This design comes from an exercise in tuning for small area, a short achievable clock period and few clock cycles per item on the open sky130 flow, not from production work. In this exercise RTL edits were held to simulation tests only and were not proved equivalent to the original. No activity file was given, so power comes from the tool's default toggle rates.

**design/flow/config.mk**
```make
export PLATFORM = sky130hd
export DESIGN_NAME = motion_phase_classifier
export DESIGN_NICKNAME = motion_phase_classifier
export VERILOG_FILES = /design/flow/design.v
export SDC_FILE = /design/flow/constraint.sdc
export NUM_CORES = 4
export LEC_CHECK = 0
export CAP_MARGIN = 20
export CORE_MARGIN = 2
export CORE_UTILIZATION = 40
export CTS_BUF_LIST = sky130_fd_sc_hd__clkbuf_8
export CTS_CLUSTER_SIZE = 25
export SETUP_SLACK_MARGIN = 2.0
export SLEW_MARGIN = 20
```
**design/flow/constraint.sdc**
```tcl
create_clock -name core_clock -period 5.5 [get_ports {clock}]
set_input_delay 1.1000 -clock core_clock [delete_from_list [all_inputs] [get_ports {clock}]]
set_output_delay 1.1000 -clock core_clock [all_outputs]
set_load 0.01 [all_outputs]
```
**design/flow/design.v**
```verilog
package mpc_pkg;
   localparam int SPEED_W  = 16;
   localparam int ABS_W    = SPEED_W + 1;
   localparam int LIMIT_W  = 15;
   localparam int HOLD_W   = 24;
   localparam int TIME_W   = 48;
   localparam int CSR_IDX_W  = 3;
   localparam int CSR_DATA_W = 24;
   localparam int QUEUE_DEPTH_DEFAULT = 2;
   localparam logic [HOLD_W-1:0] STATIONARY_HOLD_DEFAULT = 24'd200000;
   localparam logic [LIMIT_W-1:0] STAT_LIN_RESET   = 15'd20;
   localparam logic [LIMIT_W-1:0] STAT_ANG_RESET   = 15'd20;
   localparam logic [LIMIT_W-1:0] TURN_ENTER_RESET = 15'd200;
   localparam logic [LIMIT_W-1:0] TURN_EXIT_RESET  = 15'd100;
   localparam logic [LIMIT_W-1:0] ARC_ENTER_RESET  = 15'd100;
   localparam logic [LIMIT_W-1:0] ARC_EXIT_RESET   = 15'd50;
   localparam logic [HOLD_W-1:0]  ENTER_HOLD_RESET = 24'd100000;
   localparam logic [HOLD_W-1:0]  EXIT_HOLD_RESET  = 24'd200000;
   typedef enum logic [1:0] {
      PH_STRAIGHT   = 2'd0,
      PH_STATIONARY = 2'd1,
      PH_TURNING    = 2'd2,
      PH_ARC        = 2'd3
   } phase_type;
   typedef enum logic [CSR_IDX_W-1:0] {
      REG_STAT_LIN   = 3'd0,
      REG_STAT_ANG   = 3'd1,
      REG_TURN_ENTER = 3'd2,
      REG_TURN_EXIT  = 3'd3,
      REG_ARC_ENTER  = 3'd4,
      REG_ARC_EXIT   = 3'd5,
      REG_ENTER_HOLD = 3'd6,
      REG_EXIT_HOLD  = 3'd7
   } csr_index_type;
   typedef struct packed {
      logic              stationary;
      logic              turn_enter_hit;
      logic              turn_exit_hit;
      logic              arc_enter_hit;
      logic              arc_exit_hit;
      logic              discard;
      logic [TIME_W-1:0] sample_time;
   } sample_flags_type;
   typedef struct packed {
      logic [HOLD_W-1:0] enter_hold;
      logic [HOLD_W-1:0] exit_hold;
   } hold_cfg_type;
   typedef struct packed {
      phase_type phase;
      logic      pending;
   } result_type;
endpackage
module mpc_carry #(
   parameter int N = 2
) (
   input  logic [N-1:0] gen,
   input  logic [N-1:0] prop,
   input  logic         carry_in,
   output logic         carry_out
);
   localparam int LEVELS = $clog2(N);
   localparam int W      = 1 << LEVELS;
   logic [W-1:0] g, p;
   always_comb begin
      g = '0;
      p = '1;
      g[N-1:0] = gen;
      p[N-1:0] = prop;
      g[0] = gen[0] | (prop[0] & carry_in);
      for (int l = 0; l < LEVELS; l++) begin
         for (int j = 0; j < (W >> (l + 1)); j++) begin
            g[j] = g[2*j+1] | (p[2*j+1] & g[2*j]);
            p[j] = p[2*j+1] & p[2*j];
         end
      end
      carry_out = g[0];
   end
endmodule
import mpc_pkg::*;
module motion_phase_classifier #(
   parameter int                          QUEUE_DEPTH = mpc_pkg::QUEUE_DEPTH_DEFAULT,
   parameter logic [mpc_pkg::HOLD_W-1:0] STATIONARY_HOLD_US =
      mpc_pkg::STATIONARY_HOLD_DEFAULT
) (
   input  logic                                clock,
   input  logic                                reset,
   input  logic                                req_push,
   output logic                                req_full,
   input  logic signed [mpc_pkg::SPEED_W-1:0]  req_linear_speed,
   input  logic signed [mpc_pkg::SPEED_W-1:0]  req_angular_rate,
   input  logic [mpc_pkg::TIME_W-1:0]          req_sample_time,
   input  logic                                req_discard,
   output logic                                rsp_empty,
   input  logic                                rsp_pop,
   output logic [1:0]                          rsp_motion_phase,
   output logic                                rsp_switch_pending,
   input  logic                                csr_valid,
   output logic                                csr_ready,
   input  logic [mpc_pkg::CSR_IDX_W-1:0]       csr_index,
   input  logic [mpc_pkg::CSR_DATA_W-1:0]      csr_data
);
   logic [LIMIT_W-1:0] stat_lin_ff, stat_ang_ff;
   logic [LIMIT_W:0]   turn_enter_ff, turn_exit_ff, arc_enter_ff, arc_exit_ff;
   logic [HOLD_W-1:0]  enter_hold_ff, exit_hold_ff;
   logic [LIMIT_W:0]   limit_less;
   logic [1:0]        phase_ff, target, cand_target_ff;
   logic              cand_valid_ff, out_valid_ff;
   logic [TIME_W-1:0] cand_start_ff;
   logic [HOLD_W-1:0] hold;
   logic [LIMIT_W-1:0] lin_mag, ang_mag;
   logic [LIMIT_W:0]   turn_thr, arc_thr;
   logic              lin_neg, ang_neg;
   logic              take, stale, held, clear, same, stat_phase, new_cand, adopt;
   logic              stationary, turn_hit, arc_hit;
   assign csr_ready = 1'b1;
   assign limit_less = {1'b0, csr_data[LIMIT_W-1:0]} - 1'b1;
   localparam logic [LIMIT_W:0] TURN_ENTER_LESS = {1'b0, TURN_ENTER_RESET} - 1'b1;
   localparam logic [LIMIT_W:0] TURN_EXIT_LESS  = {1'b0, TURN_EXIT_RESET} - 1'b1;
   localparam logic [LIMIT_W:0] ARC_ENTER_LESS  = {1'b0, ARC_ENTER_RESET} - 1'b1;
   localparam logic [LIMIT_W:0] ARC_EXIT_LESS   = {1'b0, ARC_EXIT_RESET} - 1'b1;
   logic [HOLD_W-1:0]  wd_lo, wd_hi;
   logic [LIMIT_W:0]   wl_lo, wl_hi;
   logic [7:0]         we;
   assign wd_lo = csr_data & {HOLD_W{!reset}};
   assign wd_hi = csr_data | {HOLD_W{reset}};
   assign wl_lo = limit_less & {(LIMIT_W+1){!reset}};
   assign wl_hi = limit_less | {(LIMIT_W+1){reset}};
   always_comb begin
      for (int k = 0; k < 8; k++) we[k] = reset || (csr_valid && (csr_index == 3'(k)));
   end
   function automatic logic [HOLD_W-1:0] pick_d(input logic [HOLD_W-1:0] rv);
      for (int k = 0; k < HOLD_W; k++) pick_d[k] = rv[k] ? wd_hi[k] : wd_lo[k];
   endfunction
   function automatic logic [LIMIT_W:0] pick_l(input logic [LIMIT_W:0] rv);
      for (int k = 0; k <= LIMIT_W; k++) pick_l[k] = rv[k] ? wl_hi[k] : wl_lo[k];
   endfunction
   always_ff @(posedge clock) begin
      if (we[0]) stat_lin_ff   <= LIMIT_W'(pick_d(HOLD_W'(STAT_LIN_RESET)));
      if (we[1]) stat_ang_ff   <= LIMIT_W'(pick_d(HOLD_W'(STAT_ANG_RESET)));
      if (we[2]) turn_enter_ff <= pick_l(TURN_ENTER_LESS);
      if (we[3]) turn_exit_ff  <= pick_l(TURN_EXIT_LESS);
      if (we[4]) arc_enter_ff  <= pick_l(ARC_ENTER_LESS);
      if (we[5]) arc_exit_ff   <= pick_l(ARC_EXIT_LESS);
      if (we[6]) enter_hold_ff <= pick_d(ENTER_HOLD_RESET);
      if (we[7]) exit_hold_ff  <= pick_d(EXIT_HOLD_RESET);
   end
   assign req_full = out_valid_ff && !rsp_pop;
   assign take     = req_push && !req_full;
   always_ff @(posedge clock) begin
      if (reset)          out_valid_ff <= 1'b0;
      else if (take)      out_valid_ff <= 1'b1;
      else if (rsp_pop)   out_valid_ff <= 1'b0;
   end
   assign rsp_empty          = !out_valid_ff;
   assign rsp_motion_phase   = phase_ff;
   assign rsp_switch_pending = cand_valid_ff;
   assign lin_neg = req_linear_speed[SPEED_W-1];
   assign ang_neg = req_angular_rate[SPEED_W-1];
   assign lin_mag = req_linear_speed[LIMIT_W-1:0] ^ {LIMIT_W{lin_neg}};
   assign ang_mag = req_angular_rate[LIMIT_W-1:0] ^ {LIMIT_W{ang_neg}};
   logic lin_le_sl, ang_le_sa, ang_le_turn, lin_le_arc;
   mpc_carry #(.N(LIMIT_W + 1)) u_lin_sl (
      .gen ({1'b0, stat_lin_ff} & {1'b1, ~lin_mag}), .prop ({1'b0, stat_lin_ff} | {1'b1, ~lin_mag}),
      .carry_in (!lin_neg), .carry_out (lin_le_sl));
   mpc_carry #(.N(LIMIT_W + 1)) u_ang_sa (
      .gen ({1'b0, stat_ang_ff} & {1'b1, ~ang_mag}), .prop ({1'b0, stat_ang_ff} | {1'b1, ~ang_mag}),
      .carry_in (!ang_neg), .carry_out (ang_le_sa));
   mpc_carry #(.N(LIMIT_W + 1)) u_ang_turn (
      .gen (turn_thr & {1'b1, ~ang_mag}), .prop (turn_thr | {1'b1, ~ang_mag}),
      .carry_in (!ang_neg), .carry_out (ang_le_turn));
   mpc_carry #(.N(LIMIT_W + 1)) u_lin_arc (
      .gen (arc_thr & {1'b1, ~lin_mag}), .prop (arc_thr | {1'b1, ~lin_mag}),
      .carry_in (!lin_neg), .carry_out (lin_le_arc));
   assign turn_thr = phase_ff[1] ? turn_exit_ff : turn_enter_ff;
   assign arc_thr  = (phase_ff == PH_ARC) ? arc_exit_ff : arc_enter_ff;
   always_comb begin
      stationary = lin_le_sl && ang_le_sa;
      turn_hit   = turn_thr[LIMIT_W] || !ang_le_turn;
      arc_hit    = arc_thr[LIMIT_W]  || !lin_le_arc;
      if (stationary)    target = PH_STATIONARY;
      else if (turn_hit) target = arc_hit ? PH_ARC : PH_TURNING;
      else               target = PH_STRAIGHT;
   end
   localparam int LO_W = HOLD_W;
   logic [TIME_W-1:0] t_above, s_above;
   logic [LO_W-1:0]   lo_s, lo_k;
   logic [TIME_W:0]   held_g, held_p;
   logic              carry_top, t_after;
   assign hold    = (cand_target_ff == PH_STATIONARY) ? STATIONARY_HOLD_US :
                    (cand_target_ff == PH_STRAIGHT)   ? exit_hold_ff : enter_hold_ff;
   assign t_above = req_sample_time & ~cand_start_ff;
   assign s_above = ~req_sample_time & cand_start_ff;
   assign lo_s    = (req_sample_time[LO_W-1:0] ^ ~hold) ^ ~cand_start_ff[LO_W-1:0];
   assign lo_k    = (req_sample_time[LO_W-1:0] & ~cand_start_ff[LO_W-1:0]) |
                    (req_sample_time[LO_W-1:0] & ~hold) | (~cand_start_ff[LO_W-1:0] & ~hold);
   always_comb begin
      held_g[0] = lo_s[0];
      held_p[0] = 1'b1;
      for (int i = 1; i < LO_W; i++) begin
         held_g[i] = lo_s[i] & lo_k[i-1];
         held_p[i] = lo_s[i] | lo_k[i-1];
      end
      held_g[LO_W] = (t_above[LO_W] & lo_k[LO_W-1]) | (s_above[LO_W] & lo_k[LO_W-1]);
      held_p[LO_W] = t_above[LO_W] | (s_above[LO_W] | lo_k[LO_W-1]);
      for (int i = LO_W + 1; i < TIME_W; i++) begin
         held_g[i] = (t_above[i] & ~s_above[i-1]) | (s_above[i] & ~s_above[i-1]);
         held_p[i] = t_above[i] | (s_above[i] | ~s_above[i-1]);
      end
      held_g[TIME_W] = 1'b0;
      held_p[TIME_W] = ~s_above[TIME_W-1];
   end
   mpc_carry #(.N(TIME_W + 1)) u_held (
      .gen (held_g), .prop (held_p), .carry_in (1'b1), .carry_out (carry_top));
   mpc_carry #(.N(TIME_W)) u_stale (
      .gen (t_above), .prop (~s_above), .carry_in (1'b0), .carry_out (t_after));
   assign held  = carry_top;
   assign stale = cand_valid_ff && !t_after;
   assign clear      = req_discard || stale;
   assign same       = (target == phase_ff);
   assign stat_phase = (phase_ff == PH_STATIONARY);
   assign new_cand   = !cand_valid_ff || (cand_target_ff != target);
   assign adopt      = !same && (stat_phase || (!new_cand && held));
   always_ff @(posedge clock) begin
      if (reset) begin
         phase_ff      <= PH_STRAIGHT;
         cand_valid_ff <= 1'b0;
      end else if (take) begin
         phase_ff      <= clear ? PH_STRAIGHT : (adopt ? target : phase_ff);
         cand_valid_ff <= !clear && !same && !stat_phase && (new_cand || !held);
      end
   end
   always_ff @(posedge clock) begin
      if (take && new_cand) begin
         cand_target_ff <= target;
         cand_start_ff  <= req_sample_time;
      end
   end
endmodule
```
**design/flow/flow/run.sh**
```bash
#!/bin/bash
# The standard layout, with every port buffered by a plain buffer cell
# (repair may still resize it) instead of the default delay-buffer choice.
set -e
export BUFFER_PORTS_ARGS="-buffer_cell sky130_fd_sc_hd__buf_1"
bash standard.sh > standard.log 2>&1
```
**design/flow/standard.sh**
```bash
#!/bin/bash
# synth_recipe.tcl (not shown) runs the flow's synth.tcl, then flattens the netlist and writes it again
# the make line also repeats each setting of config.mk as NAME=value (left out here)
make -C /OpenROAD-flow-scripts/flow DESIGN_CONFIG=/design/flow/config.mk WORK_HOME=/design/flow/orfs CLKGATE_MAP_FILE= SYNTH_SCRIPT=/design/flow/synth_recipe.tcl "${@:-finish}"
```
==> results of run 1 <==
-- power groups by stage --
stage	logic, W	clock network [W]	registers (W)
6_report	0.00103	0.000954	0.00187
5_1_grt	0.00113	0.00103	0.00189
4_1_cts	0.000954	0.000976	0.00187
3_5_place_dp	0.000841	0	0.00190
3_3_place_gp	0.000832	0	0.00190
2_1_floorplan	0.000613	0	0.00187
-- layout make-up --
type / count / area [sq um] / area share
clock buffer: 17 / 234.0 / 0.01641
tap: 390 / 488.0 / 0.03422
multi-input combinational: 790 / 5924 / 0.4155
sequential: 196 / 5851 / 0.4103
clock inverter: 15 / 165.2 / 0.01158
timing repair buffer: 184 / 1250 / 0.08766
inverter: 88 / 341.6 / 0.02396
antenna: 2 / 5.005 / 0.0003510
-- worst max-delay path, stage by stage (launching register included) --
cell and delay [ns]:
sky130_fd_sc_hd__edfxtp_1 0.41, sky130_fd_sc_hd__buf_12 0.14, sky130_fd_sc_hd__nor2_4 0.05, sky130_fd_sc_hd__buf_8 0.14
sky130_fd_sc_hd__buf_4 0.13, sky130_fd_sc_hd__a22o_1 0.23, sky130_fd_sc_hd__fa_1 0.41, sky130_fd_sc_hd__nand2_1 0.14
sky130_fd_sc_hd__o2111ai_2 0.18, sky130_fd_sc_hd__a211oi_2 0.21, sky130_fd_sc_hd__nor2_2 0.09, sky130_fd_sc_hd__a311oi_2 0.28
sky130_fd_sc_hd__o311a_1 0.24, sky130_fd_sc_hd__nor3_4 0.07, sky130_fd_sc_hd__o221a_4 0.25, sky130_fd_sc_hd__o311a_1 0.31
sky130_fd_sc_hd__a41o_1 0.20
-- state kept, by name, summed over array words and instances (netlist names) --
signal and count:
cand_start_ff 48, stat_lin_ff 15, turn_exit_ff 16, out_valid_ff 1, stat_ang_ff 15, cand_valid_ff 1
cand_target_ff 2, enter_hold_ff 24, arc_exit_ff 16, turn_enter_ff 16, exit_hold_ff 24, arc_enter_ff 16
phase_ff 2
-- logic make-up (layout without fill, tap and decap cells) --
logic type,Yosys count,count (layout)
xor gates and xnor gates,34,34
muxes,27,27
AOI/OAI and AO/OA,343,343
adders and majority gates,43,43
DFF,196,196
buffers and inverters,126,304
and+or+nand+nor,341,342
other,1,3
-- stage by stage --
step	power, W	setup WS [ns]
floorplan	0.002484	1.612
global placement	0.002734	0.6520
detailed placement	0.002745	0.5776
CTS	0.003799	1.965
global route	0.004047	1.776
finish	0.003852	1.921
-- worst min-delay path by stage --
stage | endpoint | slack (ns) | cells past startpoint
3_3_place_gp | cand_valid_ff$_SDFFE_PP0P_ | 0.64 | 2
2_1_floorplan | cand_valid_ff$_SDFFE_PP0P_ | 0.56 | 2
6_report | cand_valid_ff$_SDFFE_PP0P_ | 0.65 | 2
3_5_place_dp | cand_valid_ff$_SDFFE_PP0P_ | 0.64 | 2
5_1_grt | cand_valid_ff$_SDFFE_PP0P_ | 0.67 | 2
4_1_cts | cand_valid_ff$_SDFFE_PP0P_ | 0.66 | 2
-- placed cells by master (no fill, tap or decap), types with 10 or more instances in the layout --
cell	Yosys	final
sky130_fd_sc_hd__nand2b_1	45	42
sky130_fd_sc_hd__o211ai_1	13	13
sky130_fd_sc_hd__mux2i_1	19	16
sky130_fd_sc_hd__clkbuf_8	0	17
sky130_fd_sc_hd__buf_1	5	105
sky130_fd_sc_hd__a21oi_1	58	55
sky130_fd_sc_hd__nand2_1	49	48
sky130_fd_sc_hd__fa_1	23	23
sky130_fd_sc_hd__nand3_1	15	15
sky130_fd_sc_hd__inv_1	88	86
sky130_fd_sc_hd__a221oi_1	19	17
sky130_fd_sc_hd__a211oi_1	16	11
sky130_fd_sc_hd__buf_4	2	45
sky130_fd_sc_hd__nor3_1	24	23
sky130_fd_sc_hd__maj3_1	18	13
sky130_fd_sc_hd__o22ai_1	24	24
sky130_fd_sc_hd__nor2b_1	73	73
sky130_fd_sc_hd__xnor2_1	18	12
sky130_fd_sc_hd__o31ai_1	15	14
sky130_fd_sc_hd__o21ai_0	55	47
sky130_fd_sc_hd__a22o_1	16	14
sky130_fd_sc_hd__edfxtp_1	192	192
sky130_fd_sc_hd__xor2_1	15	15
sky130_fd_sc_hd__or2_2	16	16
sky130_fd_sc_hd__o221ai_1	11	10
sky130_fd_sc_hd__nor2_1	70	68
sky130_fd_sc_hd__a22oi_1	15	14
-- metal layers --
metal  track usage  up-vias  share of wire  routed length, um
met5             0        -        0.00034                 11
met4       0.05682        2          0.023                741
met3       0.04704       36          0.060               1905
met2        0.3244      261           0.47              15020
met1        0.2714     4537           0.45              14320
li1              -     4563              -                  -
-- timing repair --
| item | in CTS | in global routing |
|---|---|---|
| gates resized for setup | 46 | 61 |
| buffers inserted | 20 | 28 |
| endpoints found under the setup margin | 53 | 53 |
| gates cloned | 3 | 5 |
| pin swaps | 21 | 18 |
==> Flow_metrics.wiki, run 1 <==
{| class="wikitable"
! Metric !! Value
|-
| Static Leakage || 5.084 nW
|-
| Number of enable-type register cells in the synthesized netlist || 192
|-
| Area fraction in compound gates after synthesis || 0.2081
|-
| Final-report setup violation count || 0
|-
| Routability cong. || 0.8339
|-
| Final worst-path cycle share || 0.6508
|-
| NumNets Final || 1,414
|-
| Area contributors post-synth || sky130_fd_sc_hd__edfxtp_1 48%, sky130_fd_sc_hd__fa_1 3.9%, sky130_fd_sc_hd__nor2b_1 3.8%
|-
| Cell-internal power || 0.002630 W
|-
| Die boundary height || 176.8 um
|-
| Clock buffer depth || 2
|-
| Maximum vdd drop || 0.1689 mV
|-
| Setup slack of the most critical reg-to-reg path || 1.92 ns
|-
| Share of layout cells above drive strength 1 || 0.1566
|-
| Top-level port count || 119
|-
| Total iterations of the first detailed-routing run || 7
|-
| Result of the run || complete, no violations
|-
| Worst setup path end || phase_ff[1]$_SDFFE_PP0P_
|-
| Post-Synth Adder-Cell Area || 0.05561
|-
| Maximum fanout count along the critical path || 7
|-
| Synthesized-area fraction occupied by and/or/nand/nor cells || 0.1524
|-
| Worst-Margin Slew || 0.7837 ns
|-
| # rows || 63
|-
| Worst slew margin relative to its limit || 0.4775
|-
| Switching Power || 0.001222 W
|-
| Half-perimeter wire length after placement || 23,070 um
|-
| Switching fraction of total power || 0.3171
|-
| Via count of the first global-routing pass || 8,792
|-
| Top cell type by total area after synthesis || sky130_fd_sc_hd__edfxtp_1
|-
| Cell area after placement || 12,800 sq um
|-
| Max frequency || 279.4 MHz
|-
| Area Overhead vs Synth || 19.34%
|-
| Number of distinct library cells after synthesis || 86
|-
| Hold Path Origin || cand_valid_ff$_SDFFE_PP0P_
|-
| Min Tclk post-route || 3.579 ns
|-
| Share of Yosys cell area claimed by the top area cell type || 0.4826
|-
| Total negative slack || 0 ns
|-
| Initial DRC count || 746
|-
| Multiplexer share of the synthesized area || 0.02388
|-
| List of most frequent post-synthesis cells || 192 x sky130_fd_sc_hd__edfxtp_1, 88 x sky130_fd_sc_hd__inv_1, 73 x sky130_fd_sc_hd__nor2b_1
|-
| Parity-gate share of the synthesized area counting xor and xnor cells || 0.02555
|-
| Starting utilization of the core area || 0.4042
|-
| Wire length of the first global-routing pass || 48,090 um
|-
| Worst endpoint data arrival time || 3.95 ns
|-
| Sequential area share after synthesis || 0.4893
|-
| Congestion Overflow GR || 0
|-
| Number of fillers in the final layout || 2,732
|-
| Largest net degree at the start of global routing || 39
|-
| Area enclosed by the die boundary || 31,270 sq um
|-
| DRC violations left || 0
|-
| Fin Hold WS || 0.6550 ns
|-
| Max capacitance violation total || 0
|-
| Netlist area before placement || 11,950 sq um
|-
| Most used DFF post-synth || sky130_fd_sc_hd__edfxtp_1
|-
| Core Area || 29,560 sq um
|-
| Ys async rst share || 0
|-
| Clock tree from TritonCTS || yes
|-
| Number of cells in the design after placement || 1,592
|-
| Number of clock sinks || 196
|-
| Number of cell instances on the worst register-to-register path || 16
|-
| FF+latch count, synth || 196
|-
| Worst Setup Path Type || reg2reg
|-
| Relative contribution of combinational cells to total power || 0.267
|-
| End of the worst register-to-register path || phase_ff[1]$_SDFFE_PP0P_
|-
| Die W || 176.8 um
|-
| Share of the core filled with cells || 0.4824
|-
| Crit path launch || cand_target_ff[1]$_DFFE_PP_
|-
| Level count of the clock H-tree || 4
|-
| Cell with the most instances after synthesis || sky130_fd_sc_hd__edfxtp_1
|-
| TritonCTS buffer count || 17
|-
| Syn Nets || 1,248
|-
| Sequential cell fraction of total power || 0.486
|-
| Clock skew after layout || 0.02657 ns
|-
| DRT Wirelength || 32,000 um
|-
| Mean Syn Cell Area || 10.75 sq um
|-
| Warning count from the yosys run || 4
|-
| Vias after detailed routing || 9,399
|-
| Master cell of the clock root buffer || sky130_fd_sc_hd__clkbuf_8
|-
| FF-to-FF Start || cand_target_ff[1]$_DFFE_PP_
|-
| Worst endpoint required time || 5.87 ns
|-
| Final non-filler cell total || 1,682
|-
| Number of hold-slack violations in the final timing report || 0
|-
| RSZ-0062 raised after global routing || yes
|-
| Overall routing resource usage || 0.2012
|-
| Worst-Skew Late Latency || 0.48 ns
|-
| Avg WL per Cell || 19.02 um
|-
| Synthesized netlist cell count || 1,111
|-
| Count of input and output buffers || 117
|-
| Clock network fraction of total power || 0.248
|-
| Final design instance area without fill || 14,260 sq um
|-
| Number of routed nets with antenna violations || 0
|-
| Largest family of logic cells by synthesized area || compound AO/OA/AOI/OAI gates
|-
| Launching element type of the critical path || flip-flop
|-
| Drt via density || 5.588
|-
| # hold bufs at CTS || 0
|-
| Power density over the cells || 270.2 nW/um^2
|-
| Clock transition at the registers of the reported paths || 0.11 ns
|-
| Antenna violations before repair || 3
|-
| Path type of the worst min-delay path || reg2reg
|-
| Kind of capture point of the worst setup path || flip-flop
|-
| Slew Limit Fails || 0
|}
Testbench counts, summed over its fixed seeds: cycles 16,008, items 16,000.
==> run 2: changes to the inputs <==
--- a/design/flow/config.mk
+++ b/design/flow/config.mk
@@ -9,6 +9,4 @@
 export CORE_MARGIN = 2
 export CORE_UTILIZATION = 40
-export CTS_BUF_LIST = sky130_fd_sc_hd__clkbuf_8
-export CTS_CLUSTER_SIZE = 25
 export SETUP_SLACK_MARGIN = 2.0
 export SLEW_MARGIN = 20
==> run 2 against run 1 <==
Still clean on timing, DRC and antenna; clock power rose by 32%; register-to-register slack gained 0.03 ns; global-route usage rose by 0.36 points; clock skew shrank 0.0098 ns; first-iteration DRC count fell by 0.27%; via count fell by 0.89%; critical path depth is 2 lower; flip-flop and latch count is the same; sequential share of layout area down 0.50 points; cell area increased by 1.2%; worst hold slack worse by 0.0051 ns; combinational power barely moved; critical endpoint is now cand_start_ff[25]$_DFFE_PP_; largest cell class unchanged.
==> Flow_metrics.wiki, run 2 <==
{| class="wikitable"
! Metric !! Value
|-
| Result of the run || complete, no violations (unchanged)
|-
| Clock buffer depth || 2 (unchanged)
|-
| Final-report setup violation count || 0 (unchanged)
|-
| Ordered cell list for the critical path || buf_16 -> bufbuf_16 -> buf_6 -> xor2_4 -> a32oi_1 -> o211ai_1 -> a311oi_4 -> o21ai_2 -> xnor2_2 -> a221oi_4 -> and2_4 -> buf_12 -> buf_12 -> clkbuf_16 (was buf_12 -> nor2_4 -> buf_8 -> buf_4 -> a22o_1 -> fa_1 -> nand2_1 -> o2111ai_2 -> a211oi_2 -> nor2_2 -> a311oi_2 -> o311a_1 -> nor3_4 -> o221a_4 -> o311a_1 -> a41o_1)
|-
| NumNets Final || 1,403 (was 1,414)
|-
| Power density over the cells || 289.1 nW/um^2 (was 270.2 nW/um^2)
|-
| FF-to-FF Start || cand_target_ff[0]$_DFFE_PP_ (was cand_target_ff[1]$_DFFE_PP_)
|-
| Congestion Overflow GR || 0 (unchanged)
|-
| Via count of the first global-routing pass || 8,881 (was 8,792)
|-
| Routability cong. || 0.8339 (unchanged)
|-
| Area enclosed by the die boundary || 31,270 sq um (unchanged)
|-
| Top-level port count || 119 (unchanged)
|-
| Count of input and output buffers || 117 (unchanged)
|-
| Wire length of the first global-routing pass || 48,900 um (was 48,090 um)
|-
| Slew Limit Fails || 0 (unchanged)
|-
| Most common cell after layout, fill and taps aside || sky130_fd_sc_hd__edfxtp_1 (unchanged)
|-
| Top delay family on crit path || compound AO/OA/AOI/OAI gates (unchanged)
|-
| End of the worst register-to-register path || phase_ff[1]$_SDFFE_PP0P_ (unchanged)
|-
| FF+latch count, synth || 196 (unchanged)
|-
| Die W || 176.8 um (unchanged)
|-
| Cell with the biggest individual delay on the critical path || sky130_fd_sc_hd__a311oi_4 (was sky130_fd_sc_hd__edfxtp_1)
|-
| Antenna violations before repair || 4 (was 3)
|-
| DRT Wirelength || 31,930 um (was 32,000 um)
|-
| Launching element type of the critical path || input port (was flip-flop)
|-
| Worst endpoint data arrival time || 3.75 ns (was 3.95 ns)
|-
| Initial DRC count || 744 (was 746)
|-
| Area Overhead vs Synth || 20.79% (was 19.34%)
|-
| Largest register FFs || 48 (unchanged)
|-
| Clock tree from TritonCTS || yes (unchanged)
|-
| Final worst-path cycle share || 0.6527 (was 0.6508)
|-
| Buffering stage count on the worst path with inverters included || 6 (was 3)
|-
| Level count of the clock H-tree || 4 (unchanged)
|-
| Sequential area share after synthesis || 0.4893 (unchanged)
|-
| Number of routed nets with antenna violations || 0 (unchanged)
|-
| Static Leakage || 5.136 nW (was 5.084 nW)
|-
| Syn Nets || 1,248 (unchanged)
|-
| Share of Yosys cell area claimed by the top area cell type || 0.4826 (unchanged)
|-
| Worst Setup Path Type || in2reg (was reg2reg)
|-
| Number of fillers in the final layout || 2,701 (was 2,732)
|-
| Min Tclk post-route || 3.590 ns (was 3.579 ns)
|-
| Hold Path Origin || out_valid_ff$_SDFFE_PP0P_ (was cand_valid_ff$_SDFFE_PP0P_)
|-
| WHS Endpoint || out_valid_ff$_SDFFE_PP0P_ (was cand_valid_ff$_SDFFE_PP0P_)
|-
| Overall routing resource usage || 0.2047 (was 0.2012)
|-
| Commonest cells after routing, fill and taps aside || 192 x sky130_fd_sc_hd__edfxtp_1, 107 x sky130_fd_sc_hd__buf_1, 86 x sky130_fd_sc_hd__inv_1 (was 192 x sky130_fd_sc_hd__edfxtp_1, 105 x sky130_fd_sc_hd__buf_1, 86 x sky130_fd_sc_hd__inv_1)
|-
| Drt via density || 5.575 (was 5.588)
|-
| Number of hold-slack violations in the final timing report || 0 (unchanged)
|-
| Clock skew after layout || 0.01681 ns (was 0.02657 ns)
|-
| Starting utilization of the core area || 0.4042 (unchanged)
|-
| Largest net degree at the start of global routing || 39 (unchanged)
|-
| Final design instance area without fill || 14,430 sq um (was 14,260 sq um)
|-
| Mean Syn Cell Area || 10.75 sq um (unchanged)
|-
| Die boundary height || 176.8 um (unchanged)
|-
| DRC violations left || 0 (unchanged)
|-
| Top cell type by total area after synthesis || sky130_fd_sc_hd__edfxtp_1 (unchanged)
|-
| Core Area || 29,560 sq um (unchanged)
|-
| List of most frequent post-synthesis cells || 192 x sky130_fd_sc_hd__edfxtp_1, 88 x sky130_fd_sc_hd__inv_1, 73 x sky130_fd_sc_hd__nor2b_1 (unchanged)
|-
| Worst slew margin relative to its limit || 0.4848 (was 0.4775)
|-
| Ys async rst share || 0 (unchanged)
|-
| Maximum fanout count along the critical path || 6 (was 7)
|-
| Netlist area before placement || 11,950 sq um (unchanged)
|-
| Path type of the worst min-delay path || reg2reg (unchanged)
|-
| Kind of capture point of the worst setup path || flip-flop (unchanged)
|-
| CP dominant cell by count || sky130_fd_sc_hd__buf_12 (was sky130_fd_sc_hd__o311a_1)
|-
| # hold bufs at CTS || 0 (unchanged)
|-
| Worst path max stage delay || 0.34 ns (was 0.41 ns)
|-
| Clock transition at the registers of the reported paths || 0.07 ns (was 0.11 ns)
|-
| Warning count from the yosys run || 4 (unchanged)
|-
| Share of layout cells above drive strength 1 || 0.1439 (was 0.1566)
|-
| Setup slack of the most critical reg-to-reg path || 1.95 ns (was 1.92 ns)
|-
| Number of distinct library cells after synthesis || 86 (unchanged)
|-
| Number of enable-type register cells in the synthesized netlist || 192 (unchanged)
|-
| Vias after detailed routing || 9,315 (was 9,399)
|-
| Total iterations of the first detailed-routing run || 7 (unchanged)
|-
| Half-perimeter wire length after placement || 23,070 um (unchanged)
|-
| Most used DFF post-synth || sky130_fd_sc_hd__edfxtp_1 (unchanged)
|-
| Worst-Margin Slew || 0.7728 ns (was 0.7837 ns)
|-
| Max frequency || 278.6 MHz (was 279.4 MHz)
|-
| # rows || 63 (unchanged)
|-
| Number of cell instances on the worst register-to-register path || 14 (was 16)
|-
| Cell area after placement || 12,800 sq um (unchanged)
|-
| Number of cells on the worst hold path || 4 (was 2)
|-
| TritonCTS buffer count || 17 (unchanged)
|-
| Synthesized netlist cell count || 1,111 (unchanged)
|-
| Total negative slack || 0 ns (unchanged)
|-
| Worst-Skew Late Latency || 0.44 ns (was 0.48 ns)
|-
| Cell with the most instances after synthesis || sky130_fd_sc_hd__edfxtp_1 (unchanged)
|-
| Avg WL per Cell || 19.11 um (was 19.02 um)
|-
| Number of clock sinks || 196 (unchanged)
|-
| Master cell of the clock root buffer || sky130_fd_sc_hd__clkbuf_16 (was sky130_fd_sc_hd__clkbuf_8)
|-
| Maximum vdd drop || 0.2518 mV (was 0.1689 mV)
|-
| Count of cell instances traversed by the critical path || 14 (was 16)
|-
| Worst endpoint required time || 5.66 ns (was 5.87 ns)
|-
| RSZ-0062 raised after global routing || yes (unchanged)
|-
| Area contributors post-synth || sky130_fd_sc_hd__edfxtp_1 48%, sky130_fd_sc_hd__fa_1 3.9%, sky130_fd_sc_hd__nor2b_1 3.8% (unchanged)
|-
| Max capacitance violation total || 0 (unchanged)
|-
| Largest registers || cand_start_ff x48, enter_hold_ff x24, exit_hold_ff x24 (unchanged)
|-
| Most flop-heavy register || cand_start_ff (unchanged)
|}
==> run 2: cell counts after synthesis <==
Identical to the previous run, type by type.
==> run 2: cells by family (layout without fill, tap and decap cells) <==
logic type               Yosys count  count (layout)  synth area share
XOR/XNOR                          34              34           0.02555
buffers and inverters            126             291           0.04493
AO/OA/AOI/OAI                    343             343            0.2081
adder cells (fa/ha/maj)           43              43           0.05561
flip-flops                       196             196            0.4893
multiplexers                      27              27           0.02388
other                              1               3         0.0003139
AND/OR/NAND/NOR                  341             344            0.1524
==> run 2: stage by stage <==
stage	setup slack, ns	utilization	instances	power (W)	hold slack (ns)
6_report	1.910	0.4882	1671	0.004173	0.6499
5_1_grt	1.796	0.4880	1669	0.004374	0.6629
4_1_cts	1.945	0.4783	1654	0.004154	0.6502
3_5_place_dp	0.5776	0.4331	1592	0.002745	0.6384
3_3_place_gp	0.6520	0.4331	1592	0.002734	0.6391
2_1_floorplan	1.612	-	1111	0.002484	0.5561
==> run 2: tightest hold or removal path, stage by stage, from the launching register on <==
cell and delay [ns]:
sky130_fd_sc_hd__dfxtp_1 0.33, sky130_fd_sc_hd__nand2b_1 0.10, sky130_fd_sc_hd__inv_1 0.08, sky130_fd_sc_hd__nor2_1 0.04
sky130_fd_sc_hd__nor2_1 0.07
==> run 2: area by class of cell <==
cell class / instances / area, sq um / share of cell area
diodes: 2 / 5.005 / 0.0003468
clock buffers: 17 / 425.4 / 0.02948
clock inverters: 15 / 165.2 / 0.01144
inverters: 88 / 339.1 / 0.02350
multi-input cells: 792 / 5921 / 0.4103
flip-flops and latches: 196 / 5849 / 0.4053
well taps: 390 / 488.0 / 0.03381
repair buffers: 171 / 1239 / 0.08583
==> run 2: worst max-delay path by stage <==
stage | from | end | slack, ns
after global placement | req_linear_speed[15] | cand_start_ff[18]$_DFFE_PP_ | 0.65
after detailed placement | req_linear_speed[15] | cand_start_ff[19]$_DFFE_PP_ | 0.58
after global routing | cand_target_ff[1]$_DFFE_PP_ | phase_ff[1]$_SDFFE_PP0P_ | 1.80
final | req_linear_speed[15] | cand_start_ff[25]$_DFFE_PP_ | 1.91
after CTS | cand_target_ff[1]$_DFFE_PP_ | phase_ff[1]$_SDFFE_PP0P_ | 1.95
after floorplan | req_linear_speed[15] | cand_start_ff[0]$_DFFE_PP_ | 1.61
==> run 2: power breakdown <==
| part | leakage [nW] | switching, W | internal (W) |
|---|---|---|---|
| registers | 1.91 | 0.0000806 | 0.00179 |
| clock network | 0.290 | 0.000613 | 0.000649 |
| logic | 2.94 | 0.000570 | 0.000470 |
| total | 5.14 | 0.00126 | 0.00291 |
==> run 2: repair_timing <==
| action | in CTS | in global routing |
|---|---|---|
| buffers inserted | 23 | 10 |
| resized for setup | 73 | 26 |
| gates cloned | 7 | 5 |
| endpoints found under the setup margin | 53 | 53 |
| pin swaps | 24 | 12 |
==> run 2: routing by layer <==
layer	GRT usage	vias to the layer above	part of all wire
met5	0	-	0.00041
met4	0.06198	2	0.024
met3	0.04618	36	0.062
met2	0.3244	247	0.46
met1	0.2805	4481	0.45
li1	-	4549	-
==> run 3: changes to the inputs <==
--- a/design/flow/config.mk
+++ b/design/flow/config.mk
@@ -6,4 +6,5 @@
 export NUM_CORES = 4
 export LEC_CHECK = 0
+export ABC_AREA = 1
 export CAP_MARGIN = 20
 export CORE_MARGIN = 2
==> run 3 against run 2 <==
Setup slack gained 0.39 ns; clock power shrank 6%; clock skew decreased by 0.0029 ns; power decreased by 6.8%; global-route usage decreased by 1.4 points; wire length shrank 13%; register-to-register slack better by 0.40 ns; worst hold slack worse by 0.095 ns; still clean; critical path depth grew 2; non-clock buffer count shrank 37; synthesized area is 4.0% lower; critical path type unchanged; maximum frequency is 12% higher.
==> Flow_metrics.wiki, run 3 <==
{| class="wikitable"
! Metric !! Value
|-
| Die boundary height || 173.3 um (was 176.8 um)
|-
| Fin Hold WS || 0.5547 ns (was 0.6499 ns)
|-
| Number of clock sinks || 196 (unchanged)
|-
| Master cell of the clock root buffer || sky130_fd_sc_hd__clkbuf_16 (unchanged)
|-
| Total iterations of the first detailed-routing run || 5 (was 7)
|-
| Drt via density || 4.826 (was 5.575)
|-
| Syn Nets || 1,454 (was 1,248)
|-
| DRC violations left || 0 (unchanged)
|-
| Largest net degree at the start of global routing || 44 (was 39)
|-
| Maximum fanout count along the critical path || 38 (was 6)
|-
| Starting utilization of the core area || 0.4094 (was 0.4042)
|-
| Antenna violations before repair || 0 (was 4)
|-
| List of most frequent post-synthesis cells || 408 x sky130_fd_sc_hd__nand2_1, 202 x sky130_fd_sc_hd__inv_1, 192 x sky130_fd_sc_hd__edfxtp_1 (was 192 x sky130_fd_sc_hd__edfxtp_1, 88 x sky130_fd_sc_hd__inv_1, 73 x sky130_fd_sc_hd__nor2b_1)
|-
| Antenna diode count || 0 (was 2)
|-
| Number of cell instances on the worst register-to-register path || 20 (was 14)
|-
| Worst endpoint data arrival time || 3.32 ns (was 3.75 ns)
|-
| Total power after layout || 0.003890 W (was 0.004173 W)
|-
| Area contributors post-synth || sky130_fd_sc_hd__edfxtp_1 50%, sky130_fd_sc_hd__nand2_1 13%, sky130_fd_sc_hd__inv_1 6.6% (was sky130_fd_sc_hd__edfxtp_1 48%, sky130_fd_sc_hd__fa_1 3.9%, sky130_fd_sc_hd__nor2b_1 3.8%)
|-
| Count of input and output buffers || 117 (unchanged)
|-
| Largest register FFs || 48 (unchanged)
|-
| Power density over the cells || 300.2 nW/um^2 (was 289.1 nW/um^2)
|-
| Area fraction in compound gates after synthesis || 0.08314 (was 0.2081)
|-
| # hold bufs at CTS || 0 (unchanged)
|-
| Number of enable-type register cells in the synthesized netlist || 192 (unchanged)
|-
| Number of hold-slack violations in the final timing report || 0 (unchanged)
|-
| Core Area || 28,010 sq um (was 29,560 sq um)
|-
| Worst-Margin Slew || 1.011 ns (was 0.7728 ns)
|-
| Clock skew after layout || 0.01388 ns (was 0.01681 ns)
|-
| Result of the run || complete, no violations (unchanged)
|-
| Maximum vdd drop || 0.2154 mV (was 0.2518 mV)
|-
| Congestion Overflow GR || 0 (unchanged)
|-
| Worst slew margin relative to its limit || 0.3258 (was 0.4848)
|-
| Ys async rst share || 0 (unchanged)
|-
| Most used DFF post-synth || sky130_fd_sc_hd__edfxtp_1 (unchanged)
|-
| Multiplexer share of the synthesized area || 0.001746 (was 0.02388)
|-
| Post-Synth Adder-Cell Area || 0.04299 (was 0.05561)
|-
| Share of layout cells above drive strength 1 || 0.07871 (was 0.1439)
|-
| Via count of the first global-routing pass || 8,578 (was 8,881)
|-
| TritonCTS buffer count || 17 (unchanged)
|-
| Max frequency || 312.9 MHz (was 278.6 MHz)
|-
| Max capacitance violation total || 0 (unchanged)
|-
| Synthesized netlist cell count || 1,317 (was 1,111)
|-
| Worst Setup Path Type || in2reg (unchanged)
|-
| Number of cells on the worst hold path || 2 (was 4)
|-
| Static Leakage || 5.718 nW (was 5.136 nW)
|-
| Share of Yosys cell area claimed by the top area cell type || 0.5028 (was 0.4826)
|-
| Final worst-path cycle share || 0.5810 (was 0.6527)
|-
| # rows || 61 (was 63)
|-
| Launching element type of the critical path || input port (unchanged)
|-
| Parity-gate share of the synthesized area counting xor and xnor cells || 0.02357 (was 0.02555)
|-
| Netlist area before placement || 11,470 sq um (was 11,950 sq um)
|-
| Number of distinct library cells after synthesis || 61 (was 86)
|-
| Worst-Skew Late Latency || 0.44 ns (about the same)
|-
| Clock buffer depth || 2 (unchanged)
|-
| Commonest cells after routing, fill and taps aside || 408 x sky130_fd_sc_hd__nand2_1, 202 x sky130_fd_sc_hd__inv_1, 192 x sky130_fd_sc_hd__edfxtp_1 (was 192 x sky130_fd_sc_hd__edfxtp_1, 107 x sky130_fd_sc_hd__buf_1, 86 x sky130_fd_sc_hd__inv_1)
|-
| Overall routing resource usage || 0.1911 (was 0.2047)
|-
| Final-report setup violation count || 0 (unchanged)
|-
| Top-level port count || 119 (unchanged)
|-
| Cell with the most instances after synthesis || sky130_fd_sc_hd__nand2_1 (was sky130_fd_sc_hd__edfxtp_1)
|-
| Synthesized-area fraction occupied by and/or/nand/nor cells || 0.2522 (was 0.1524)
|-
| NumNets Final || 1,585 (was 1,403)
|-
| Most common cell after layout, fill and taps aside || sky130_fd_sc_hd__nand2_1 (was sky130_fd_sc_hd__edfxtp_1)
|-
| Initial DRC count || 652 (was 744)
|-
| Slew Limit Fails || 0 (unchanged)
|-
| Path type of the worst min-delay path || reg2reg (unchanged)
|-
| Cell area after placement || 12,330 sq um (was 12,800 sq um)
|-
| Level count of the clock H-tree || 4 (unchanged)
|-
| Warning count from the yosys run || 4 (unchanged)
|-
| Largest family of logic cells by synthesized area || simple AND/OR/NAND/NOR gates (was compound AO/OA/AOI/OAI gates)
|-
| Avg WL per Cell || 15.02 um (was 19.11 um)
|-
| Top cell type by total area after synthesis || sky130_fd_sc_hd__edfxtp_1 (unchanged)
|-
| Die W || 173.3 um (was 176.8 um)
|-
| Worst endpoint required time || 5.62 ns (was 5.66 ns)
|-
| Clock transition at the registers of the reported paths || 0.07 ns (about the same)
|-
| Largest registers || cand_start_ff x48, enter_hold_ff x24, exit_hold_ff x24 (unchanged)
|-
| Routability cong. || 0.8797 (was 0.8339)
|-
| Area Overhead vs Synth || 12.98% (was 20.79%)
|-
| Area enclosed by the die boundary || 30,040 sq um (was 31,270 sq um)
|-
| Mean Syn Cell Area || 8.707 sq um (was 10.75 sq um)
|-
| Kind of capture point of the worst setup path || flip-flop (unchanged)
|-
| RSZ-0062 raised after global routing || no (was yes)
|-
| FF+latch count, synth || 196 (unchanged)
|-
| Wire length of the first global-routing pass || 44,800 um (was 48,900 um)
|-
| Half-perimeter wire length after placement || 20,680 um (was 23,070 um)
|-
| DRT Wirelength || 27,630 um (was 31,930 um)
|-
| Final design instance area without fill || 12,960 sq um (was 14,430 sq um)
|-
| Most flop-heavy register || cand_start_ff (unchanged)
|-
| Vias after detailed routing || 8,875 (was 9,315)
|-
| Clock tree from TritonCTS || yes (unchanged)
|-
| Min Tclk post-route || 3.196 ns (was 3.590 ns)
|-
| Number of routed nets with antenna violations || 0 (unchanged)
|-
| Total negative slack || 0 ns (unchanged)
|-
| Sequential area share after synthesis || 0.5098 (was 0.4893)
|}
-- run 3: changes by cell type in the layout (fill, tap and decap cells not counted), moves of 13 or more --
cell                       previous run  this run
sky130_fd_sc_hd__nor2_1              67       133
sky130_fd_sc_hd__nand2_1             49       408
sky130_fd_sc_hd__inv_1               86       202
sky130_fd_sc_hd__nand2b_1            43         1
sky130_fd_sc_hd__mux2i_1             18         2
sky130_fd_sc_hd__o31ai_1             13         0
sky130_fd_sc_hd__nor2b_1             73         0
sky130_fd_sc_hd__a221oi_1            18         1
sky130_fd_sc_hd__nand3_1             15        61
-- run 3: path summary, 6_finish.rpt --
kind                                                  start                         end  slack [ns]
worst max-delay path                   req_angular_rate[15]  cand_start_ff[5]$_DFFE_PP_        2.30
worst min-delay path             cand_valid_ff$_SDFFE_PP0P_  cand_valid_ff$_SDFFE_PP0P_        0.55
worst max register to register  cand_target_ff[0]$_DFFE_PP_    phase_ff[1]$_SDFFE_PP0P_        2.35
worst min register to register   cand_valid_ff$_SDFFE_PP0P_  cand_valid_ff$_SDFFE_PP0P_        0.55
-- run 3: kinds of logic (layout without fill, tap and decap cells) --
kind of cell,after synthesis,in the layout
multiplexers,2,2
XOR/XNOR,24,24
AND/OR/NAND/NOR,683,683
flip-flops,196,196
AO/OA/AOI/OAI,157,157
buffers and inverters,228,372
adder cells (fa/ha/maj),26,26
other,1,1
-- run 3: critical path, stage by stage --
cell	delay, ns
sky130_fd_sc_hd__clkbuf_2	0.23
sky130_fd_sc_hd__buf_4	0.29
sky130_fd_sc_hd__xnor2_1	0.20
sky130_fd_sc_hd__inv_1	0.09
sky130_fd_sc_hd__nand2_1	0.06
sky130_fd_sc_hd__nand2_1	0.06
sky130_fd_sc_hd__nor2_2	0.14
sky130_fd_sc_hd__nand2_1	0.07
sky130_fd_sc_hd__nor2_1	0.09
sky130_fd_sc_hd__nand2_1	0.07
sky130_fd_sc_hd__nand2_2	0.09
sky130_fd_sc_hd__nand2_4	0.08
sky130_fd_sc_hd__a21oi_2	0.16
sky130_fd_sc_hd__nor2_2	0.07
sky130_fd_sc_hd__a31oi_4	0.22
sky130_fd_sc_hd__buf_12	0.26
-- run 3: power by group --
part	internal, W	switching (W)
Sequential	0.00179	0.0000509
Combinational	0.000316	0.000546
Clock	0.000594	0.000594
-- run 3: final cells by class --
cell class              instances  area [sq um]
fillers                      2729         15050
flip-flops and latches        196          5847
multi-input cells             893          4721
inverters                     206         775.7
repair buffers                134         585.6
well taps                     378         473.0
clock buffers                  18         429.2
clock inverters                14         125.1
-- run 3: repair_timing --
| item | CTS | global route |
|---|---|---|
| pin swaps | 1 | 0 |
| setup buffers | 4 | 5 |
| setup endpoints to repair | 41 | 52 |
| gates resized for setup | 0 | 3 |
-- run 3: stage by stage --
stage | worst slack (ns) | utilization | cells
2_1_floorplan | 1.865 | - | 1317
4_1_cts | 2.107 | 0.4610 | 1834
3_5_place_dp | 1.331 | 0.4401 | 1798
5_1_grt | 2.095 | 0.4625 | 1839
6_report | 2.304 | 0.4625 | 1839
3_3_place_gp | 1.371 | 0.4401 | 1798
-- run 3: routing by layer --
metal,global-route usage,vias to the layer above,wire [um]
li1,-,4538,-
met1,0.2578,4066,12940
met2,0.3110,236,12570
met3,0.03246,35,1413
met4,0.06886,0,704
met5,0,-,0
==> run 4: changes to the inputs <==
--- a/design/flow/config.mk
+++ b/design/flow/config.mk
@@ -10,4 +10,4 @@
 export CORE_MARGIN = 2
 export CORE_UTILIZATION = 40
-export SETUP_SLACK_MARGIN = 2.0
+export SETUP_SLACK_MARGIN = 2.5
 export SLEW_MARGIN = 20
==> run 4 against run 3 <==
Still clean; combinational power is about 20% higher; maximum frequency is 5.0% higher; first-iteration DRC count is 8.6% higher; cell area is 6.4% higher; die area stayed put; largest cell class unchanged.
==> Flow_metrics.wiki, run 4 <==
{| class="wikitable"
! Metric !! Value
|-
| Clock buffer depth || 2 (unchanged)
|-
| Worst Setup Path Type || in2reg (unchanged)
|-
| Result of the run || complete, no violations (unchanged)
|-
| Area enclosed by the die boundary || 30,040 sq um (unchanged)
|-
| DRC violations left || 0 (unchanged)
|-
| Count of input and output buffers || 117 (unchanged)
|-
| Slew Limit Fails || 0 (unchanged)
|-
| Routability cong. || 0.8576 (was 0.8797)
|-
| Worst-Skew Late Latency || 0.44 ns (about the same)
|-
| Die W || 173.3 um (unchanged)
|-
| Ys async rst share || 0 (unchanged)
|-
| Drt via density || 4.889 (was 4.826)
|-
| GR Util met1 || 0.2648 (was 0.2578)
|-
| Starting utilization of the core area || 0.4094 (unchanged)
|-
| Share of Yosys cell area claimed by the top area cell type || 0.5028 (unchanged)
|-
| RSZ-0062 raised after global routing || yes (was no)
|-
| Clock transition at the registers of the reported paths || 0.08 ns (was 0.07 ns)
|-
| Final worst-path cycle share || 0.5535 (was 0.5810)
|-
| GR Util met3 || 0.03311 (was 0.03246)
|-
| Syn Nets || 1,454 (unchanged)
|-
| Worst endpoint data arrival time || 3.20 ns (was 3.32 ns)
|-
| Number of clock sinks || 196 (unchanged)
|-
| # hold bufs at CTS || 0 (unchanged)
|-
| Path type of the worst min-delay path || reg2reg (unchanged)
|-
| Avg WL per Cell || 15.63 um (was 15.02 um)
|-
| Vias after detailed routing || 9,132 (was 8,875)
|-
| Kind of capture point of the worst setup path || flip-flop (unchanged)
|-
| Largest register FFs || 48 (unchanged)
|-
| Top-level port count || 119 (unchanged)
|-
| GRT met2 Usage || 0.3173 (was 0.3110)
|-
| Sequential area share after synthesis || 0.5098 (unchanged)
|-
| Parity-gate share of the synthesized area counting xor and xnor cells || 0.02357 (unchanged)
|-
| List of most frequent post-synthesis cells || 408 x sky130_fd_sc_hd__nand2_1, 202 x sky130_fd_sc_hd__inv_1, 192 x sky130_fd_sc_hd__edfxtp_1 (unchanged)
|-
| NumNets Final || 1,614 (was 1,585)
|-
| Master cell of the clock root buffer || sky130_fd_sc_hd__clkbuf_16 (unchanged)
|-
| Antenna diode count || 0 (unchanged)
|-
| Clock skew after layout || 0.01579 ns (was 0.01388 ns)
|-
| Share of layout cells above drive strength 1 || 0.1376 (was 0.07871)
|-
| FF+latch count, synth || 196 (unchanged)
|-
| Static Leakage || 6.046 nW (was 5.718 nW)
|-
| Netlist area before placement || 11,470 sq um (unchanged)
|-
| Level count of the clock H-tree || 4 (unchanged)
|-
| Launching element type of the critical path || input port (unchanged)
|-
| Area fraction in compound gates after synthesis || 0.08314 (unchanged)
|-
| Worst endpoint required time || 5.66 ns (was 5.62 ns)
|-
| Wire length of the first global-routing pass || 46,050 um (was 44,800 um)
|-
| Power density over the cells || 298.8 nW/um^2 (was 300.2 nW/um^2)
|-
| Top Usage Layer GRT || met2 (unchanged)
|-
| Clock tree from TritonCTS || yes (unchanged)
|-
| Number of enable-type register cells in the synthesized netlist || 192 (unchanged)
|-
| Largest registers || cand_start_ff x48, enter_hold_ff x24, exit_hold_ff x24 (unchanged)
|-
| Number of distinct library cells after synthesis || 61 (unchanged)
|-
| Number of routed nets with antenna violations || 0 (unchanged)
|-
| Max capacitance violation total || 0 (unchanged)
|-
| Min Tclk post-route || 3.044 ns (was 3.196 ns)
|-
| Setup slack of the most critical reg-to-reg path || 2.47 ns (was 2.35 ns)
|-
| Maximum fanout count along the critical path || 5 (was 38)
|-
| Initial DRC count || 708 (was 652)
|-
| Via count of the first global-routing pass || 8,877 (was 8,578)
|-
| Top cell type by total area after synthesis || sky130_fd_sc_hd__edfxtp_1 (unchanged)
|-
| # rows || 61 (unchanged)
|-
| Total iterations of the first detailed-routing run || 5 (unchanged)
|-
| Congestion Overflow GR || 0 (unchanged)
|-
| Number of cell instances on the worst register-to-register path || 20 (unchanged)
|-
| Half-perimeter wire length after placement || 20,490 um (was 20,680 um)
|-
| Most common cell after layout, fill and taps aside || sky130_fd_sc_hd__nand2_1 (unchanged)
|-
| Overall routing resource usage || 0.1956 (was 0.1911)
|-
| Number of hold-slack violations in the final timing report || 0 (unchanged)
|-
| Synthesized-area fraction occupied by and/or/nand/nor cells || 0.2522 (unchanged)
|-
| Commonest cells after routing, fill and taps aside || 384 x sky130_fd_sc_hd__nand2_1, 199 x sky130_fd_sc_hd__inv_1, 192 x sky130_fd_sc_hd__edfxtp_1 (was 408 x sky130_fd_sc_hd__nand2_1, 202 x sky130_fd_sc_hd__inv_1, 192 x sky130_fd_sc_hd__edfxtp_1)
|-
| Final-report setup violation count || 0 (unchanged)
|-
| Synthesized netlist cell count || 1,317 (unchanged)
|-
| Multiplexer share of the synthesized area || 0.001746 (unchanged)
|-
| Core Area || 28,010 sq um (unchanged)
|-
| Total negative slack || 0 ns (unchanged)
|-
| Largest family of logic cells by synthesized area || simple AND/OR/NAND/NOR gates (unchanged)
|-
| Max frequency || 328.5 MHz (was 312.9 MHz)
|-
| Post-Synth Adder-Cell Area || 0.04299 (unchanged)
|-
| Warning count from the yosys run || 4 (unchanged)
|-
| Worst slew margin relative to its limit || 0.3273 (was 0.3258)
|-
| Largest net degree at the start of global routing || 44 (unchanged)
|-
| Fin Hold WS || 0.5529 ns (was 0.5547 ns)
|-
| Area Overhead vs Synth || 20.24% (was 12.98%)
|-
| Cell with the most instances after synthesis || sky130_fd_sc_hd__nand2_1 (unchanged)
|-
| DRT Wirelength || 29,190 um (was 27,630 um)
|-
| Maximum vdd drop || 0.2033 mV (was 0.2154 mV)
|-
| Most used DFF post-synth || sky130_fd_sc_hd__edfxtp_1 (unchanged)
|-
| Worst-Margin Slew || 1.009 ns (was 1.011 ns)
|-
| Mean Syn Cell Area || 8.707 sq um (unchanged)
|-
| Number of cells on the worst hold path || 2 (unchanged)
|-
| Antenna violations before repair || 0 (unchanged)
|-
| Area contributors post-synth || sky130_fd_sc_hd__edfxtp_1 50%, sky130_fd_sc_hd__nand2_1 13%, sky130_fd_sc_hd__inv_1 6.6% (unchanged)
|-
| Die boundary height || 173.3 um (unchanged)
|-
| Most flop-heavy register || cand_start_ff (unchanged)
|-
| TritonCTS buffer count || 17 (unchanged)
|}
==> run 4: cell counts after synthesis <==
Identical to the previous run, type by type.
==> run 4: worst max-delay path: stages <==
cell and delay (ns):
sky130_fd_sc_hd__buf_12 0.11, sky130_fd_sc_hd__buf_12 0.14, sky130_fd_sc_hd__buf_8 0.12, sky130_fd_sc_hd__xnor2_4 0.22
sky130_fd_sc_hd__nor2_2 0.07, sky130_fd_sc_hd__nor2_2 0.15, sky130_fd_sc_hd__nand2_1 0.08, sky130_fd_sc_hd__nor2_2 0.10
sky130_fd_sc_hd__nand2_2 0.07, sky130_fd_sc_hd__nand2_4 0.09, sky130_fd_sc_hd__nand2_4 0.08, sky130_fd_sc_hd__a21oi_4 0.17
sky130_fd_sc_hd__nor2_4 0.06, sky130_fd_sc_hd__a31oi_4 0.20, sky130_fd_sc_hd__buf_6 0.14, sky130_fd_sc_hd__buf_6 0.12
sky130_fd_sc_hd__clkbuf_16 0.16
==> run 4: cell families after synthesis <==
family                   count (synthesis)
flip-flops                             196
AO/OA/AOI/OAI                          157
other                                    1
adder cells (fa/ha/maj)                 26
buffers and inverters                  228
XOR/XNOR                                24
AND/OR/NAND/NOR                        683
multiplexers                             2
==> run 4: report_power, final <==
part / internal [W] / switching, W
combinational: 0.000413 / 0.000613
sequential: 0.00179 / 0.0000510
clock: 0.000610 / 0.000643
total: 0.00281 / 0.00131
==> run 4: final cells by class <==
cell class | count | area (sq um)
Sequential cell | 196 | 5848
Tap cell | 378 | 473.0
Fill cell | 2683 | 14220
Clock buffer | 17 | 425.4
Clock inverter | 15 | 158.9
Timing Repair Buffer | 163 | 1124
Multi-Input combinational cell | 893 | 4969
Inverter | 206 | 790.8
==> run 4: path summary, 6_finish.rpt <==
kind                          startpoint                    endpoint
min             phase_ff[1]$_SDFFE_PP0P_    phase_ff[1]$_SDFFE_PP0P_
max                 req_angular_rate[15]  cand_start_ff[9]$_DFFE_PP_
min reg2reg     phase_ff[1]$_SDFFE_PP0P_    phase_ff[1]$_SDFFE_PP0P_
max reg2reg  cand_target_ff[0]$_DFFE_PP_    phase_ff[0]$_SDFFE_PP0P_
==> run 4: routing by layer <==
layer,wire length [um],up-vias
met5,0,-
met4,885,0
met3,1659,41
met2,13630,270
met1,13020,4220
li1,-,4601
==> run 4: what timing repair did <==
item / CTS / global route
setup endpoints to repair: 53 / 65
pin swaps: 15 / 33
buffers inserted: 27 / 2
gates cloned: 6 / 4
resized for setup: 57 / 49
==> run 4: metrics by stage <==
| step | power (W) | utilization | worst slack [ns] | instances | instance area, sq um |
|---|---|---|---|---|---|
| detailed placement | 0.002713 | 0.4400 | 1.333 | 1797 | 12320 |
| CTS | 0.004069 | 0.4817 | 2.477 | 1862 | 13490 |
| finish | 0.004120 | 0.4923 | 2.456 | 1868 | 13790 |
| global route | 0.004329 | 0.4923 | 2.281 | 1868 | 13790 |
| floorplan | 0.002477 | - | 1.865 | 1317 | 11520 |
| global placement | 0.002697 | 0.4400 | 1.420 | 1797 | 12320 |
==> run 5: changes to the inputs <==
--- a/design/flow/config.mk
+++ b/design/flow/config.mk
@@ -10,4 +10,6 @@
 export CORE_MARGIN = 2
 export CORE_UTILIZATION = 40
-export SETUP_SLACK_MARGIN = 2.5
+export CTS_BUF_LIST = sky130_fd_sc_hd__clkbuf_8
+export CTS_CLUSTER_SIZE = 12
+export SETUP_SLACK_MARGIN = 2.0
 export SLEW_MARGIN = 20
==> run 5 against run 4 <==
Still clean on timing, DRC and antenna; die area did not move; clock power down 29%; first-iteration DRC count fell by 7.6%; maximum frequency shrank 3.2%; global-route usage is 0.50 points lower; worst hold slack better by 0.0064 ns; critical path depth up 3; flip-flop and latch count is the same; synthesized cell count unchanged; sequential share of layout area grew 3.4 points; largest cell class unchanged; largest power group unchanged.
==> Flow_metrics.wiki, run 5 <==
{| class="wikitable"
! Metric !! Value
|-
| Most flop-heavy register || cand_start_ff (unchanged)
|-
| Total negative slack || 0 ns (unchanged)
|-
| Syn Nets || 1,454 (unchanged)
|-
| Core Area || 28,010 sq um (unchanged)
|-
| DRC violations left || 0 (unchanged)
|-
| Number of hold-slack violations in the final timing report || 0 (unchanged)
|-
| Max frequency || 317.9 MHz (was 328.5 MHz)
|-
| Clock skew after layout || 0.01723 ns (was 0.01579 ns)
|-
| Share of Yosys cell area claimed by the top area cell type || 0.5028 (unchanged)
|-
| Ordered cell list for the critical path || nor2_1 -> buf_6 -> inv_1 -> o22a_1 -> fa_1 -> nor2_1 -> maj3_1 -> a21oi_1 -> nand2_1 -> nand2_1 -> nand2_1 -> nand2_1 -> nand2_1 -> nand2_1 -> nand2_1 -> nand4_2 -> nand2_2 -> nand2_1 -> nand3_1 -> a21oi_1 (was buf_12 -> buf_12 -> buf_8 -> xnor2_4 -> nor2_2 -> nor2_2 -> nand2_1 -> nor2_2 -> nand2_2 -> nand2_4 -> nand2_4 -> a21oi_4 -> nor2_4 -> a31oi_4 -> buf_6 -> buf_6 -> clkbuf_16)
|-
| Buffering stage count on the worst path with inverters included || 2 (was 6)
|-
| FF+latch count, synth || 196 (unchanged)
|-
| Antenna violations before repair || 0 (unchanged)
|-
| Via count of the first global-routing pass || 8,605 (was 8,877)
|-
| Count of input and output buffers || 117 (unchanged)
|-
| Slew Limit Fails || 0 (unchanged)
|-
| Area Overhead vs Synth || 11.31% (was 20.24%)
|-
| Worst-Margin Slew || 1.008 ns (was 1.009 ns)
|-
| Result of the run || complete, no violations (unchanged)
|-
| Top-level port count || 119 (unchanged)
|-
| Die W || 173.3 um (unchanged)
|-
| Master cell of the clock root buffer || sky130_fd_sc_hd__clkbuf_8 (was sky130_fd_sc_hd__clkbuf_16)
|-
| Most used DFF post-synth || sky130_fd_sc_hd__edfxtp_1 (unchanged)
|-
| Maximum fanout count along the critical path || 11 (was 5)
|-
| Level count of the clock H-tree || 4 (unchanged)
|-
| Clock buffer depth || 2 (unchanged)
|-
| Drt via density || 4.827 (was 4.889)
|-
| Min Tclk post-route || 3.146 ns (was 3.044 ns)
|-
| Worst Setup Path Type || reg2reg (was in2reg)
|-
| Routability cong. || 0.8797 (was 0.8576)
|-
| Worst endpoint required time || 5.90 ns (was 5.66 ns)
|-
| Top cell type by total area after synthesis || sky130_fd_sc_hd__edfxtp_1 (unchanged)
|-
| Mean Syn Cell Area || 8.707 sq um (unchanged)
|-
| Final-report setup violation count || 0 (unchanged)
|-
| Number of clock sinks || 196 (unchanged)
|-
| Static Leakage || 5.635 nW (was 6.046 nW)
|-
| Starting utilization of the core area || 0.4094 (unchanged)
|-
| Total iterations of the first detailed-routing run || 5 (unchanged)
|-
| Vias after detailed routing || 8,877 (was 9,132)
|-
| Share of the core filled with cells || 0.4557 (was 0.4923)
|-
| Top delay family on crit path || simple AND/OR/NAND/NOR gates (was buffers and inverters)
|-
| Worst-Skew Late Latency || 0.48 ns (was 0.44 ns)
|-
| Avg WL per Cell || 15.07 um (was 15.63 um)
|-
| Worst path max stage delay || 0.52 ns (was 0.22 ns)
|-
| Launching element type of the critical path || flip-flop (was input port)
|-
| List of most frequent post-synthesis cells || 408 x sky130_fd_sc_hd__nand2_1, 202 x sky130_fd_sc_hd__inv_1, 192 x sky130_fd_sc_hd__edfxtp_1 (unchanged)
|-
| Share of layout cells above drive strength 1 || 0.07871 (was 0.1376)
|-
| Final worst-path cycle share || 0.5720 (was 0.5535)
|-
| Worst slew margin relative to its limit || 0.3278 (was 0.3273)
|-
| Path type of the worst min-delay path || reg2reg (unchanged)
|-
| NumNets Final || 1,585 (was 1,614)
|-
| Kind of capture point of the worst setup path || flip-flop (unchanged)
|-
| # hold bufs at CTS || 0 (unchanged)
|-
| Maximum vdd drop || 0.1536 mV (was 0.2033 mV)
|-
| Number of routed nets with antenna violations || 0 (unchanged)
|-
| Largest net degree at the start of global routing || 44 (unchanged)
|-
| Overall routing resource usage || 0.1906 (was 0.1956)
|-
| Initial DRC count || 654 (was 708)
|-
| Number of distinct library cells after synthesis || 61 (unchanged)
|-
| Most common cell after layout, fill and taps aside || sky130_fd_sc_hd__nand2_1 (unchanged)
|-
| Clock transition at the registers of the reported paths || 0.10 ns (was 0.08 ns)
|-
| Die boundary height || 173.3 um (unchanged)
|-
| DRT Wirelength || 27,720 um (was 29,190 um)
|-
| Cell with the biggest individual delay on the critical path || sky130_fd_sc_hd__fa_1 (was sky130_fd_sc_hd__xnor2_4)
|-
| Final design instance area without fill || 12,760 sq um (was 13,790 sq um)
|-
| Half-perimeter wire length after placement || 20,680 um (was 20,490 um)
|-
| Clock tree from TritonCTS || yes (unchanged)
|-
| Cell area after placement || 12,330 sq um (was 12,320 sq um)
|-
| Wire length of the first global-routing pass || 44,810 um (was 46,050 um)
|-
| Synthesized netlist cell count || 1,317 (unchanged)
|-
| Ys async rst share || 0 (unchanged)
|}
run 5: cell counts after synthesis:
Identical to the previous run, type by type.
run 5: report_power, final:
| group | internal [W] | leakage [nW] | switching (W) |
|---|---|---|---|
| combinational | 0.000316 | 3.55 | 0.000547 |
| clock | 0.000325 | 0.185 | 0.000563 |
| sequential | 0.00179 | 1.90 | 0.0000510 |
run 5: cells by family (layout without fill, tap and decap cells):
kind of cell             after synthesis  in the layout  share of synthesized area
AND/OR/NAND/NOR                      683            683                     0.2522
buffers and inverters                228            372                    0.08631
flip-flops                           196            196                     0.5098
AO/OA/AOI/OAI                        157            157                    0.08314
adder cells (fa/ha/maj)               26             26                    0.04299
XOR/XNOR                              24             24                    0.02357
multiplexers                           2              2                   0.001746
other                                  1              1                  0.0003270
run 5: metrics by stage:
| step | total power (W) | cells | setup slack, ns |
|---|---|---|---|
| after floorplan | 0.002477 | 1317 | 1.865 |
| after global placement | 0.002700 | 1798 | 1.371 |
| after detailed placement | 0.002712 | 1798 | 1.331 |
| after CTS | 0.003602 | 1834 | 2.112 |
| after global routing | 0.003800 | 1839 | 2.082 |
| final | 0.003590 | 1839 | 2.354 |
run 5: timing repair:
item	in CTS	in global routing
resized for setup	1	2
buffers inserted	4	5
setup endpoints to repair	41	52
pin swaps	1	0
run 5: layer usage:
metal / vias to the layer above / share of wire / GRT usage
met5: - / 0 / 0
met4: 0 / 0.034 / 0.07804
met3: 44 / 0.056 / 0.03311
met2: 246 / 0.44 / 0.3058
met1: 4051 / 0.47 / 0.2564
li1: 4536 / - / -
run 5: cell type report:
cell class | instances | area (sq um)
Fill cell | 2746 | 15250
Sequential cell | 196 | 5847
Multi-Input combinational cell | 893 | 4721
Inverter | 206 | 775.7
Timing Repair Buffer | 134 | 585.6
Tap cell | 378 | 473.0
Clock buffer | 17 | 234.0
Clock inverter | 15 | 128.9
run 5: final timing paths:
path,from,endpoint,cells after the start,slack (ns)
worst max-delay path,cand_target_ff[0]$_DFFE_PP_,phase_ff[1]$_SDFFE_PP0P_,20,2.35
worst min-delay path,cand_valid_ff$_SDFFE_PP0P_,cand_valid_ff$_SDFFE_PP0P_,2,0.56
worst max register to register,cand_target_ff[0]$_DFFE_PP_,phase_ff[1]$_SDFFE_PP0P_,20,2.35
worst min register to register,cand_valid_ff$_SDFFE_PP0P_,cand_valid_ff$_SDFFE_PP0P_,2,0.56
run 5: worst register-to-register path: stages (launching register included):
cell and delay [ns]:
sky130_fd_sc_hd__edfxtp_1 0.44, sky130_fd_sc_hd__nor2_1 0.15, sky130_fd_sc_hd__buf_6 0.16, sky130_fd_sc_hd__inv_1 0.14
sky130_fd_sc_hd__o22a_1 0.20, sky130_fd_sc_hd__fa_1 0.52, sky130_fd_sc_hd__nor2_1 0.06, sky130_fd_sc_hd__maj3_1 0.34
sky130_fd_sc_hd__a21oi_1 0.12, sky130_fd_sc_hd__nand2_1 0.11, sky130_fd_sc_hd__nand2_1 0.07, sky130_fd_sc_hd__nand2_1 0.04
sky130_fd_sc_hd__nand2_1 0.05, sky130_fd_sc_hd__nand2_1 0.07, sky130_fd_sc_hd__nand2_1 0.07, sky130_fd_sc_hd__nand2_1 0.07
sky130_fd_sc_hd__nand4_2 0.11, sky130_fd_sc_hd__nand2_2 0.07, sky130_fd_sc_hd__nand2_1 0.08, sky130_fd_sc_hd__nand3_1 0.06
sky130_fd_sc_hd__a21oi_1 0.14

Re-timed with assumed drivers on the ports (clkbuf_16 on the clock, buf_2 on other inputs), run 5 has 2.354 ns of setup slack against 2.354 ns with ideal ports, and 1.863 ns once port delays also move by the mid clock arrival of 0.522 ns.
